Background: an optimization exercise with open tools, aiming at small area. Do not read the settings as production practice.
Function was checked by simulation only, so behaviour that the tests miss may differ from the original.
No activity file was given, so power comes from the tool's default toggle rates. No driver is modelled on the clock port, so clocking that relies on it looks cheaper here than on a real chip.

## design/flow/constraint.sdc

```tcl
create_clock -name core_clock -period 4.0 [get_ports {clk}]
set_input_delay 0.8000 -clock core_clock [delete_from_list [all_inputs] [get_ports {clk}]]
set_output_delay 0.8000 -clock core_clock [all_outputs]
set_load 0.01 [all_outputs]
```

## design/flow/design.v

```verilog
`default_nettype none
package denise_pkg;
  typedef struct packed {
    logic [5:0]  code;
    logic [15:0] data;
  } bus_cmd_t;
endpackage
`default_nettype wire
`timescale 1ns/1ps
`default_nettype none
module reg_decoder
(
  input  logic                 clk,
  input  logic                 reset,
  input  logic [7:0]           rga,
  input  logic [15:0]          db_in,
  output logic [5:0]           code1,
  output logic [15:0]          db_q,
  output denise_pkg::bus_cmd_t cmd
);
  logic [5:0]  code_in;
  always_comb begin
    code_in = 6'd0;
    if (rga == 8'h07)        code_in = 6'd3;
    else if (rga == 8'h1E)   code_in = 6'd1;
    else if (rga == 8'h3E) code_in = 6'd4;
    else if (rga == 8'h4C)   code_in = 6'd2;
    else if (rga[7:5] == 3'b101)  code_in = {1'b1, rga[4:0]};
    else if (rga[7:5] == 3'b110) begin
      if (rga[4:0] == 5'd0)
        code_in = 6'b010000;
      else if (rga[4] && rga[1:0] != 2'b00)
        code_in = {2'b01, rga[3:0]};
    end
  end
  always_ff @(posedge clk) begin
    if (reset) begin
      code1    <= 6'd0;
      cmd.code <= 6'd0;
    end else begin
      code1    <= code_in;
      cmd.code <= code1;
    end
    db_q     <= db_in;
    cmd.data <= db_q;
  end
endmodule
`default_nettype wire
`timescale 1ns/1ps
`default_nettype none
module beam_counter
(
  input  logic               clk,
  input  logic               reset,
  input  denise_pkg::bus_cmd_t cmd,
  output logic [9-1:0] hpos,
  output logic               line_start
);
  always_ff @(posedge clk) begin
    if (reset) begin
      hpos       <= '0;
      line_start <= 1'b0;
    end else begin
      if (cmd.code == 6'd1) begin
        hpos <= 9'd2;
      end else begin
        hpos <= hpos + 1'b1;
      end
      line_start <= (hpos == 9'd32);
    end
  end
endmodule
`default_nettype wire
`timescale 1ns/1ps
`default_nettype none
module sprite_channel
#(
  parameter int SPR_NUM = 0
) (
  input  logic               clk,
  input  logic               reset,
  input  denise_pkg::bus_cmd_t cmd,
  input  logic [9-1:0] hpos,
  input  logic [7:0]         pos_data,
  output logic [1:0]         pix
);
  logic [9-1:0]     start;
  logic                   armed;
  logic [16-1:0] data_a;
  logic [16-1:0] data_b;
  logic [3:0]             run_cnt;
  logic                   match;
  logic                   shift_en;
  logic                   sel;
  logic                   wr_pos, wr_ctl, wr_data, wr_datb;
  assign sel     = cmd.code[5] && (cmd.code[4:2] == 3'(SPR_NUM));
  assign wr_pos  = sel && (cmd.code[1:0] == 2'd0);
  assign wr_ctl  = sel && (cmd.code[1:0] == 2'd1);
  assign wr_data = sel && (cmd.code[1:0] == 2'd2);
  assign wr_datb = sel && (cmd.code[1:0] == 2'd3);
  assign match    = armed && (hpos == start);
  assign shift_en = match || (run_cnt != 4'd0);
  logic run_fb;
  assign run_fb = run_cnt[3] ^ run_cnt[0] ^ (run_cnt[2:0] == 3'd0);
  assign pix      = shift_en ? {data_b[16-1], data_a[16-1]} : 2'b00;
  always_ff @(posedge clk) begin
    if (wr_pos || reset) begin
      start[8:1] <= pos_data;
    end
    if (wr_ctl || reset) begin
      start[0] <= pos_data[0];
    end
  end
  always_ff @(posedge clk) begin
    if (reset) begin
      armed   <= 1'b0;
      run_cnt <= '0;
    end else begin
      if (wr_ctl) begin
        armed <= 1'b0;
      end else if (wr_data) begin
        armed <= 1'b1;
      end
      if (match) begin
        run_cnt <= 4'd1;
      end else if (shift_en) begin
        run_cnt <= {run_cnt[2:0], run_fb};
      end
    end
  end
  logic [16-1:0] na, nb;
  logic                   ld_a, rot_a, hold_a, ld_b, rot_b, hold_b;
  assign data_a = ~na;
  assign data_b = ~nb;
  assign ld_a   = wr_data;
  assign rot_a  = shift_en && !wr_data;
  assign hold_a = !shift_en && !wr_data;
  assign ld_b   = wr_datb;
  assign rot_b  = shift_en && !wr_datb;
  assign hold_b = !shift_en && !wr_datb;
  always_ff @(posedge clk) begin
    na <= ~(({16{ld_a}}   & cmd.data) |
            ({16{rot_a}}  & {data_a[16-2:0], data_a[16-1]}) |
            ({16{hold_a}} & data_a));
    nb <= ~(({16{ld_b}}   & cmd.data) |
            ({16{rot_b}}  & {data_b[16-2:0], data_b[16-1]}) |
            ({16{hold_b}} & data_b));
  end
endmodule
`default_nettype wire
`timescale 1ns/1ps
`default_nettype none
module sprite_priority
(
  input  logic                      clk,
  input  logic                      reset,
  input  logic [5:0]                code1,
  input  logic [15:0]               data1,
  input  logic [2*8-1:0] pix,
  output logic [3:0]                idx,
  output logic [4-1:0]     grp
);
  logic [4-1:0] ensp;
  logic [3:0]            idx_next;
  logic [4-1:0] grp_next;
  always_ff @(posedge clk) begin
    if (reset) begin
      ensp <= '0;
    end else if (code1 == 6'd2) begin
      ensp <= data1[15:12];
    end
  end
  always_comb begin
    idx_next = '0;
    for (int k = 4 - 1; k >= 0; k--) begin
      if (pix[4*k +: 2] != 2'b00) begin
        idx_next = {2'(k), pix[4*k +: 2]};
      end else if (pix[4*k+2 +: 2] != 2'b00) begin
        idx_next = {2'(k), pix[4*k+2 +: 2]};
      end
    end
  end
  always_comb begin
    for (int k = 0; k < 4; k++) begin
      grp_next[k] = (pix[4*k +: 2] != 2'b00) ||
                    ((pix[4*k+2 +: 2] != 2'b00) && ensp[k]);
    end
  end
  always_ff @(posedge clk) begin
    if (reset) begin
      grp <= '0;
    end else begin
      grp <= grp_next;
    end
    idx <= idx_next;
  end
endmodule
`default_nettype wire
`timescale 1ns/1ps
`default_nettype none
module register_readback
(
  input  logic                 clk,
  input  logic                 reset,
  input  denise_pkg::bus_cmd_t cmd,
  input  logic [3:0]           grp,
  output logic [15:0]          db_out,
  output logic                 db_oen
);
  logic [3:0] grp_q;
  logic [5:0] clx_q;
  logic [5:0] clx_new;
  logic [5:0] clx_base;
  logic       rd_clx, rd_id;
  logic       oen_clx, oen_id;
  assign rd_clx = (cmd.code == 6'd3);
  assign rd_id  = (cmd.code == 6'd4);
  assign clx_new = {grp_q[2] & grp_q[3],
                    grp_q[1] & grp_q[3],
                    grp_q[1] & grp_q[2],
                    grp_q[0] & grp_q[3],
                    grp_q[0] & grp_q[2],
                    grp_q[0] & grp_q[1]};
  assign clx_base = oen_clx ? 6'd0 : clx_q;
  always_ff @(posedge clk) begin
    if (reset) begin
      grp_q   <= '0;
      clx_q   <= '0;
      oen_clx <= 1'b0;
      oen_id  <= 1'b0;
    end else begin
      grp_q   <= grp;
      clx_q   <= rd_clx ? clx_base : (clx_base | clx_new);
      oen_clx <= rd_clx;
      oen_id  <= rd_id;
    end
  end
  assign db_oen = oen_clx | oen_id;
  assign db_out = {oen_id, clx_q | {6{oen_id}}, {7{oen_id}}, 2'b00};
endmodule
`default_nettype wire
`timescale 1ns/1ps
`default_nettype none
module color_output
(
  input  logic                 clk,
  input  logic                 reset,
  input  denise_pkg::bus_cmd_t cmd,
  input  logic [3:0]           idx,
  input  logic                 line_start,
  output logic [3:0]           red,
  output logic [3:0]           green,
  output logic [3:0]           blue,
  output logic                 sol
);
  logic [12-1:0] clut_mem [16];
  logic [3:0]        idx_q;
  logic [12-1:0] clut_rd;
  logic [12-1:0] rgb_q;
  logic [1:0]        sol_dly;
  always_ff @(posedge clk) begin
    for (int e = 0; e < 16; e++) begin
      if ((e[1:0] != 2'b00 || e == 0) && cmd.code[5:4] == 2'b01 && cmd.code[3:0] == 4'(e)) begin
        clut_mem[e] <= cmd.data[12-1:0];
      end
    end
  end
  logic [15:0]       rd_sel;
  logic [12-1:0] rd_val;
  always_comb begin
    rd_val = '0;
    for (int e = 0; e < 16; e++) begin
      if (e == 0)
        rd_sel[e] = (idx_q[1:0] == 2'b00);
      else if (e[1:0] != 2'b00)
        rd_sel[e] = (idx_q == 4'(e));
      else
        rd_sel[e] = 1'b0;
      rd_val = rd_val | ({12{rd_sel[e]}} & clut_mem[e]);
    end
  end
  always_ff @(posedge clk) begin
    idx_q   <= idx;
    clut_rd <= rd_val;
    rgb_q   <= clut_rd;
  end
  always_ff @(posedge clk) begin
    if (reset) begin
      sol_dly <= '0;
      sol     <= 1'b0;
    end else begin
      sol_dly <= {sol_dly[0], line_start};
      sol     <= sol_dly[1];
    end
  end
  assign red   = rgb_q[11:8];
  assign green = rgb_q[7:4];
  assign blue  = rgb_q[3:0];
endmodule
`default_nettype wire
`timescale 1ns/1ps
`default_nettype none
module denise_top
(
  input  logic        clk,
  input  logic        reset,
  input  logic [7:0]  rga,
  input  logic [15:0] db_in,
  output logic [15:0] db_out,
  output logic        db_oen,
  output logic [3:0]  red,
  output logic [3:0]  green,
  output logic [3:0]  blue,
  output logic        sol
);
  denise_pkg::bus_cmd_t      cmd;
  logic [5:0]                code1;
  logic [15:0]               data1;
  logic [9-1:0]        hpos;
  logic                      line_start;
  logic [2*8-1:0] spr_pix;
  logic [3:0]                idx;
  logic [4-1:0]     grp;
  logic [7:0]                pos_data;
  assign pos_data = reset ? 8'd0 : cmd.data[7:0];
  reg_decoder u_dec (
    .clk   (clk),
    .reset (reset),
    .rga   (rga),
    .db_in (db_in),
    .code1 (code1),
    .db_q  (data1),
    .cmd   (cmd)
  );
  beam_counter u_beam (
    .clk        (clk),
    .reset      (reset),
    .cmd        (cmd),
    .hpos       (hpos),
    .line_start (line_start)
  );
  for (genvar i = 0; i < 8; i++) begin : g_spr
    sprite_channel #(
      .SPR_NUM (i)
    ) u_spr (
      .clk   (clk),
      .reset (reset),
      .cmd   (cmd),
      .hpos     (hpos),
      .pos_data (pos_data),
      .pix      (spr_pix[2*i +: 2])
    );
  end
  sprite_priority u_prio (
    .clk   (clk),
    .reset (reset),
    .code1 (code1),
    .data1 (data1),
    .pix   (spr_pix),
    .idx   (idx),
    .grp   (grp)
  );
  register_readback u_rdbk (
    .clk    (clk),
    .reset  (reset),
    .cmd    (cmd),
    .grp    (grp),
    .db_out (db_out),
    .db_oen (db_oen)
  );
  color_output u_color (
    .clk        (clk),
    .reset      (reset),
    .cmd        (cmd),
    .idx        (idx),
    .line_start (line_start),
    .red        (red),
    .green      (green),
    .blue       (blue),
    .sol        (sol)
  );
endmodule
`default_nettype wire
```

## design/flow/flow/area.abc

```
strash
fraig
dch -f
amap -m
topo
stime -c
```

## design/flow/flow/run.sh

```bash
#!/bin/bash
# Own layout flow: the standard flow (standard.sh), with two changes:
#  - synthesis is synth_recipe.tcl unchanged except that Yosys's abc call
#    uses flow/area.abc (an area-oriented mapping script) instead of ORFS's
#    script; flip-flops are mapped before abc, so registers are unchanged;
#  - ports are buffered with sky130_fd_sc_hd__buf_1 instead of the
#    default port buffer cell.
set -euo pipefail
HERE=$(pwd)
cat > "$HERE/own_synth.tcl" <<EOT
proc abc {args} {
  set i [lsearch -exact \$args -script]
  if { \$i >= 0 } { lset args [expr {\$i + 1}] $HERE/flow/area.abc }
  yosys abc {*}\$args
}
source $HERE/synth_recipe.tcl
EOT
sed -e "s|SYNTH_SCRIPT=[^ ]*|SYNTH_SCRIPT=$HERE/own_synth.tcl BUFFER_PORTS_ARGS=\"-buffer_cell sky130_fd_sc_hd__buf_1\" REMOVE_ABC_BUFFERS=1 CTS_ARGS=\"-sink_clustering_enable -repair_clock_nets -sink_clustering_size 30 -sink_clustering_max_diameter 60 -buf_list sky130_fd_sc_hd__clkbuf_16 -dont_use_dummy_load\"|" standard.sh > own_standard.sh
bash own_standard.sh > "$HERE/own_flow.log" 2>&1
```

## design/flow/standard.sh

```bash
#!/bin/bash
# synth_recipe.tcl (not shown) runs the flow's synth.tcl, then flattens the netlist and writes it again
# the make line also repeats each setting of config.mk as NAME=value (left out here)
make -C /OpenROAD-flow-scripts/flow DESIGN_CONFIG=/design/flow/config.mk WORK_HOME=/design/flow/orfs CLKGATE_MAP_FILE= SYNTH_SCRIPT=/design/flow/synth_recipe.tcl "${@:-finish}"
```

## design/flow/config.mk

```make
export PLATFORM = sky130hd
export DESIGN_NAME = denise_top
export DESIGN_NICKNAME = denise_top
export VERILOG_FILES = /design/flow/design.v
export SDC_FILE = /design/flow/constraint.sdc
export NUM_CORES = 4
export LEC_CHECK = 0
export CAP_MARGIN = 0
export CORE_MARGIN = 2
export CORE_UTILIZATION = 35
export CTS_BUF_LIST = sky130_fd_sc_hd__clkbuf_16
export CTS_CLUSTER_DIAMETER = 60
export CTS_CLUSTER_SIZE = 30
export GPL_TIMING_DRIVEN = 0
export SLEW_MARGIN = 0
```

==> impl_metrics.yaml, run 1 <==
status:
  result_of_the_run: "no timing/DRC/antenna violations"
clock_network:
  cts_buffers: 39
  clock_path_buffers: 3
  cts_num_sinks: 633
  insertion_delay_ns: 0.60
  cts.repair_timing.setup_buffer_count: 0
  cts_tree: "yes"
  cts.htree.levels: 2
  clk_pin_slew_ns: 0.10
  cts_root_buffer_type: "sky130_fd_sc_hd__clkbuf_16"
  number_of_hold_buffers_added_after_cts: 0
timing:
  final.setup_skew_ns: 0.0824
  fmax_mhz: 259
  fin_worst_hold_slack_ns: 0.291
  maxSlewHeadroom: 0.0825
  final_period_minus_worst_setup_slack_ns: 3.85
  final-setup-viol-count: 0
  finalHoldViolations: 0
  setup_repair_after_global_routing_missed_its_margin: "yes"
  final-max-slew-violation-count: 0
  worstMarginPinSlew_ns: 1.37
  finalCritPeriodShare: 0.964
critical_path:
  cpMostUsedCell: "sky130_fd_sc_hd__a21oi_1"
  crit_slowest_cell: "sky130_fd_sc_hd__or4_1"
  cpPeakStageDelay_ns: 0.49
  crit_arrival_ns: 4.33
  cp_num_buf_inv: 2
  timing.critical_path.fanout_max: 18
  endpoint_kind: "flip-flop"
  startpoint_type: "flip-flop"
  critical_path.cell_chain: "inv_4 -> nor2_1 -> a221oi_1 -> o2111ai_1 -> or4_1 -> a2111oi_4 -> nor2_2 -> clkinv_1 -> nand2_1 -> nand2_1 -> a21oi_1 -> a21oi_1 -> nor2_1 -> a21oi_1 -> nor2_1 -> a21oi_1 -> nor2_1 -> a21oi_1 -> nor2_1 -> a21oi_1 -> o21ai_0"
  cpLargestDelayFamily: "compound AO/OA/AOI/OAI gates"
  worst_ep_required_time_ns: 4.48
  timing_worst_setup_path_type: "reg2reg"
cells_and_area:
  post_route_cells_drive_above_1_share: 0.0489
  synthToLayoutAreaGrowth_pct: 11.1
  antennaDiodeCount: 0
  design.final.nets: 1931
  design_area_um2: 24600
placement:
  placed_area_um2: 23400
  gp_congestion: 0.829
  dp.final_hpwl_um: 33100
  io_buffers: 53
synthesis:
  yosysUniqueCellTypes: 38
  avgSynthCellArea_um2: 12.2
  synth_top_cell_by_area: "sky130_fd_sc_hd__dfxtp_1"
  synth_cells: 1812
  number_of_warning_messages_in_the_yosys_log: 14
  synth.yosys.seq_area_share: 0.677
  post-synth-top-area-fraction: 0.367
  synth.area.top_cells: "sky130_fd_sc_hd__dfxtp_1, sky130_fd_sc_hd__edfxtp_1, sky130_fd_sc_hd__a222oi_1"
  syn_area_um2: 22100
  ys_seq_elements: 633
global_route:
  via_count_of_the_first_global_routing_pass: 14500
  grt_pass1_wl_um: 82700
  globalRoute.totalOverflow: 0
  grt_max_degree: 46
  grt_use_total: 0.164
  grt_antenna_before_repair: 0
floorplanning:
  floorplan.die_area_um2: 65200
  io-pin-count: 56
  start_util: 0.352
  number_of_rows_created_at_floorplan: 92
  die_span_in_y_um: 255
  die_width_um: 255
  core-area_um2: 62700
drt:
  drtIter0Drc: 2466
  routed_via_density: 5.61
  post_drt_wl_per_cell_um: 19.8
  ant_nets: 0
  drt-pass1-iter-count: 7
  post-route-drc-count: 0
  routed-via-count: 15400
  detail_route.wirelength_um: 54500
power_and_ir_drop:
  total_leakage_power_uw: 0.00811
  finalPower_uw: 10900
  power.density_cell_area_nw_per_um2: 445
  vdd_drop_max_v: 0.000246
min_path:
  hold_path.class: "in2reg"
job:
  maxCapViolations: 0
## stage by stage
stage	setup slack, ns	std cells	util	TNS [ns]
2_1_floorplan	0.746	1803	-	0
3_3_place_gp	-1.44	2702	0.371	-133.12
3_5_place_dp	-0.829	2708	0.374	-31.02
4_1_cts	0.00280	2747	0.391	0
5_1_grt	-0.0239	2747	0.391	-0.0253
6_report	0.145	2747	0.391	0
## synth_stat cells, drive strengths merged
cell type / count
o21ai: 27
or2: 23
nor3b: 7
nor4b: 1
ha: 2
o22a: 1
a21boi: 4
a211oi: 15
clkinv: 305
dfxtp: 405
a221oi: 14
a21oi: 59
and3: 1
a2111oi: 8
nand4: 24
a22oi: 5
conb: 1
nor2b: 45
nor3: 30
or4: 2
o41ai: 1
a32oi: 1
a2111o: 1
o2111ai: 6
o22ai: 8
or3: 4
o211ai: 5
nand2b: 5
buf: 10
o221ai: 2
nor4: 9
edfxtp: 228
a222oi: 295
nand2: 46
nor4bb: 4
a22o: 6
nand3: 3
nor2: 199
## metal layers
layer | vias up | share of wire | track usage
met2 | 523 | 0.50 | 0.287
met1 | 7593 | 0.42 | 0.208
met4 | 0 | 0.028 | 0.0618
met3 | 87 | 0.055 | 0.0199
li1 | 7206 | - | -
met5 | - | 0 | 0
## state kept, by name, indices dropped and copies added, names as in the netlist, 6 cells and up
register / cells
g_spr.u_spr.armed: 8
g_spr.u_spr.na: 128
g_spr.u_spr.nb: 128
g_spr.u_spr.run_cnt: 32
g_spr.u_spr.start: 72
u_beam.hpos: 9
u_color.clut_mem: 156
u_color.clut_rd: 12
u_color.rgb_q: 12
u_dec.cmd: 22
u_dec.code1: 6
u_dec.db_q: 16
u_rdbk.clx_q: 6
## final timing paths
kind | slack [ns] | start | cells past startpoint | endpoint
max | 0.15 | u_beam.hpos[0]$_SDFF_PP0_ | 21 | u_prio.idx[1]$_DFF_P_
min | 0.29 | db_in[14] | 1 | u_dec.db_q[14]$_DFF_P_
max reg2reg | 0.15 | u_beam.hpos[0]$_SDFF_PP0_ | 21 | u_prio.idx[1]$_DFF_P_
min reg2reg | 0.32 | u_color.clut_rd[0]$_DFF_P_ | 0 | u_color.rgb_q[0]$_DFF_P_
## report_power, final
group	internal (uW)	switching (uW)
clock network	1730	1970
registers	6760	137
logic	89.3	243
## cells by family after synthesis
family | after synthesis | synth area share
AO/OA/AOI/OAI | 458 | 0.181
flip-flops | 633 | 0.677
adder cells (fa/ha/maj) | 2 | 0.00113
AND/OR/NAND/NOR | 403 | 0.0858
buffers and inverters | 315 | 0.0552
other | 1 | 0.000170
## layout make-up
class | instances | area (um^2)
fillers | 5936 | 38200
flip-flops and latches | 633 | 15000
repair buffers | 59 | 310
clock buffers | 39 | 976
multi-input cells | 865 | 6080
inverters | 305 | 1160
well taps | 846 | 1060
## cell usage in the layout, fill, tap and decap left out, drive strengths merged
cell type,synthesis,routed
dfxtp,405,405
clkinv,305,303
a222oi,295,295
edfxtp,228,228
nor2,199,199
a21oi,59,59
buf,10,59
nand2,46,46
nor2b,45,45
clkbuf,0,39
nor3,30,30
o21ai,27,27
nand4,24,24
or2,23,23
a211oi,15,15
a221oi,14,14
nor4,9,9
o22ai,8,8
a2111oi,8,8
nor3b,7,7
o2111ai,6,6
a22o,6,6
o211ai,5,5
a22oi,5,5
nand2b,5,5
a21boi,4,4
or3,4,4
nor4bb,4,4
nand3,3,3
inv,0,2
o221ai,2,2
or4,2,2
ha,2,2
conb,1,2
o22a,1,1
nor4b,1,1
a2111o,1,1
o41ai,1,1
a32oi,1,1
and3,1,1
## timing repair
action / CTS / global route
pin swaps: 0 / 0
resized for setup: 26 / 12
setup endpoints to repair: 196 / 20
==> inputs of run 2 (changes only) <==
--- a/design/flow/flow/run.sh
+++ b/design/flow/flow/run.sh
@@ -15,5 +15,5 @@
 }
 source $HERE/synth_recipe.tcl
 EOT
-sed -e "s|SYNTH_SCRIPT=[^ ]*|SYNTH_SCRIPT=$HERE/own_synth.tcl BUFFER_PORTS_ARGS=\"-buffer_cell sky130_fd_sc_hd__buf_1\" REMOVE_ABC_BUFFERS=1 CTS_ARGS=\"-sink_clustering_enable -repair_clock_nets -sink_clustering_size 30 -sink_clustering_max_diameter 60 -buf_list sky130_fd_sc_hd__clkbuf_16 -dont_use_dummy_load\"|" standard.sh > own_standard.sh
+sed -e "s|SYNTH_SCRIPT=[^ ]*|SYNTH_SCRIPT=$HERE/own_synth.tcl BUFFER_PORTS_ARGS=\"-buffer_cell sky130_fd_sc_hd__buf_1\" REMOVE_ABC_BUFFERS=1 CTS_ARGS=\"-sink_clustering_enable -repair_clock_nets -sink_clustering_size 30 -sink_clustering_max_diameter 150 -buf_list sky130_fd_sc_hd__clkbuf_16 -root_buf sky130_fd_sc_hd__clkbuf_8 -dont_use_dummy_load\"|" standard.sh > own_standard.sh
 bash own_standard.sh > "$HERE/own_flow.log" 2>&1
--- a/design/flow/config.mk
+++ b/design/flow/config.mk
@@ -9,7 +9,8 @@
 export CORE_MARGIN = 2
 export CORE_UTILIZATION = 35
 export CTS_BUF_LIST = sky130_fd_sc_hd__clkbuf_16
-export CTS_CLUSTER_DIAMETER = 60
-export CTS_CLUSTER_SIZE = 30
+export CTS_CLUSTER_DIAMETER = 100
+export CTS_CLUSTER_SIZE = 24
 export GPL_TIMING_DRIVEN = 0
+export PLACE_DENSITY = 0.85
 export SLEW_MARGIN = 0
==> run 2 against run 1 <==
Against the previous run:
- utilization down 0.77 points
- combinational power down 7.8%
- worst setup slack better by 0.14 ns
- critical endpoint is now g_spr[2].u_spr.na[15]$_DFF_P_
==> impl_metrics.yaml, run 2 <==
status:
  result_of_the_run: "no timing/DRC/antenna violations"
clock_network:
  number_of_hold_buffers_added_after_cts: 0
  cts_buffers: 25
  clk_pin_slew_ns: 0.11
  insertion_delay_ns: 0.70
  cts_num_sinks: 633
  cts_tree: "yes"
  cts_root_buffer_type: "sky130_fd_sc_hd__clkbuf_8"
  clock_path_buffers: 3
  cts.repair_timing.setup_buffer_count: 0
  cts.htree.levels: 1
critical_path:
  timing.critical_path.fanout_max: 19
  startpoint_type: "flip-flop"
  crit_arrival_ns: 4.24
  cpLargestDelayFamily: "simple AND/OR/NAND/NOR gates"
  crit_slowest_cell: "sky130_fd_sc_hd__nor2_1"
  endpoint_kind: "flip-flop"
  worst_ep_required_time_ns: 4.53
  critical_path.cell_chain: "clkinv_2 -> a21oi_1 -> o211ai_1 -> a2111oi_0 -> nor4bb_1 -> nor3b_1 -> nor2_1 -> a222oi_1"
  cp_num_buf_inv: 1
  cpPeakStageDelay_ns: 0.79
  timing_worst_setup_path_type: "reg2reg"
synthesis:
  ys_async_sr_fraction: 0
  synth.area.top_cells: "sky130_fd_sc_hd__dfxtp_1, sky130_fd_sc_hd__edfxtp_1, sky130_fd_sc_hd__a222oi_1"
  yosysMostFrequentCell: "sky130_fd_sc_hd__dfxtp_1"
  synth_cells: 1812
  ys_seq_elements: 633
  synth.yosys.seq_area_share: 0.677
  synth_top_cell_by_area: "sky130_fd_sc_hd__dfxtp_1"
  synth_enable_flop_cells: 228
  postSynth.topFlopCell: "sky130_fd_sc_hd__dfxtp_1"
  yosysUniqueCellTypes: 38
  post-synth-top-area-fraction: 0.367
  number_of_warning_messages_in_the_yosys_log: 14
  syn_area_um2: 22100
  synth.cells.most_frequent: "sky130_fd_sc_hd__dfxtp_1, sky130_fd_sc_hd__clkinv_1, sky130_fd_sc_hd__a222oi_1"
  avgSynthCellArea_um2: 12.2
floorplanning:
  io-pin-count: 56
  floorplan.die_area_um2: 65200
  number_of_rows_created_at_floorplan: 92
  core-area_um2: 62700
  start_util: 0.352
  die_width_um: 255
  die_span_in_y_um: 255
drt:
  post_drt_wl_per_cell_um: 18.3
  wl_met3_um: 4300
  route.met2.wl_um: 24700
  detail_route.wirelength_um: 50100
  routed.top_layer: "met4"
  drt-pass1-iter-count: 10
  ant_nets: 0
  route.layer.met1.wl_um: 19500
  drtIter0Drc: 2984
  routed_via_density: 5.67
  routed-via-count: 15500
  post-route-drc-count: 0
timing:
  final-setup-viol-count: 0
  fin_worst_hold_slack_ns: 0.189
  worstMarginPinSlew_ns: 1.38
  setup_repair_after_global_routing_missed_its_margin: "no"
  maxSlewHeadroom: 0.0760
  fin_tns_setup_ns: 0
  finalHoldViolations: 0
  finalCritPeriodShare: 0.928
  final_period_minus_worst_setup_slack_ns: 3.71
  final_critical_path_setup_slack_ns: 0.288
  final-max-slew-violation-count: 0
  fmax_mhz: 269
  final.setup_skew_ns: 0.0906
power_and_ir_drop:
  total_leakage_power_uw: 0.00788
  power.density_cell_area_nw_per_um2: 417
  vdd_drop_max_v: 0.000350
  finalPower_uw: 10000
placement:
  place_ws_ns: -0.404
  dp.final_hpwl_um: 31100
  io_buffers: 53
  gp_congestion: 0.836
cells_and_area:
  largest_register_ff_count: 156
  post_route_cells_drive_above_1_share: 0.0366
  top_registers: "u_color.clut_mem (156), g_spr.u_spr.na (128), g_spr.u_spr.nb (128)"
  regMostFlops: "u_color.clut_mem"
  synthToLayoutAreaGrowth_pct: 8.90
  layout.cells.most_common: "sky130_fd_sc_hd__dfxtp_1"
  finalCoreUtilization: 0.384
  layout.cells.most_common_list: "sky130_fd_sc_hd__dfxtp_1, sky130_fd_sc_hd__clkinv_1, sky130_fd_sc_hd__a222oi_1"
  design.final.nets: 1914
  layout.filler_cells: 5853
global_route:
  grt_antenna_before_repair: 1
  via_count_of_the_first_global_routing_pass: 14200
  grt_use_total: 0.148
  grt_pass1_wl_um: 76900
  grt_max_degree: 35
  globalRoute.totalOverflow: 0
min_path:
  hold_path.class: "in2reg"
job:
  maxCapViolations: 0
run 2: cell counts after synthesis:
No cell type changed its count.
run 2: worst paths after layout:
check	start	endpoint	slack (ns)	cells after the start
min	db_in[3]	u_dec.db_q[3]$_DFF_P_	0.19	1
min reg2reg	u_color.clut_rd[10]$_DFF_P_	u_color.rgb_q[10]$_DFF_P_	0.33	0
max reg2reg	u_beam.hpos[5]$_SDFF_PP0_	g_spr[2].u_spr.na[15]$_DFF_P_	0.29	8
max	u_beam.hpos[5]$_SDFF_PP0_	g_spr[2].u_spr.na[15]$_DFF_P_	0.29	8
run 2: repair_timing:
item                                    in CTS  in global routing
hold endpoints to repair                     0                  0
resized for setup                           14                 19
endpoints found under the setup margin      65                128
run 2: power breakdown:
| part | switching, uW | leakage (uW) | internal, uW |
|---|---|---|---|
| Sequential | 145 | 0.00544 | 6760 |
| Clock | 1780 | 0.000293 | 1050 |
| Combinational | 225 | 0.00215 | 82.5 |
run 2: kinds of logic after synthesis:
kind of cell / after synthesis / share of synthesized area
compound gates: 458 / 0.181
fa+ha+maj: 2 / 0.00113
buf+inv: 315 / 0.0552
flops: 633 / 0.677
other cells: 1 / 0.000170
simple gates: 403 / 0.0858
run 2: final cells by class:
class	count	area, um^2	area share
well taps	846	1060	0.0440
inverters	305	1160	0.0482
diodes	1	2.50	0.000104
flip-flops and latches	633	15000	0.622
multi-input cells	865	6040	0.251
clock buffers	25	592	0.0246
repair buffers	56	235	0.00977
run 2: metrics by stage:
stage | area, um^2 | instances
finish | 24100 | 2731
global route | 24100 | 2731
CTS | 24000 | 2729
detailed placement | 23300 | 2704
global placement | 23300 | 2702
floorplan | 22000 | 1803
run 2: layer usage:
layer,global-route usage,up-vias
met4,0.0535,0
met2,0.256,736
met5,0,-
met3,0.0165,108
met1,0.191,7470
li1,-,7165

## afterwards: timing with drivers on the ports
No port has a modelled driver above. Below, the same layouts with a new extraction and two added sets of constraints. Step 1: set_driving_cell puts a clkbuf_16 on clk and a buf_2 on each other input, an assumption about the parent block. Step 2, shift: input delay + t, output delay - t, t = (earliest + latest rising clock arrival at the registers) / 2. This alone moves slack from input paths to output paths. a / b / c = no drivers / after step 1 / after step 2; a / b = the first two.
run	shift t [ns]	setup WS [ns]	hold WS [ns]	worst data-port slew with drivers (ns)	cell pins on the clock port's net
run 1	0.625	0.145 / 0.145 / 0.145	0.291 / 0.250 / 0.323	0.03	1
run 2	0.703	0.288 / 0.288 / 0.288	0.189 / 0.182 / 0.326	0.05	1
After both steps setup and hold are still met in every run listed.
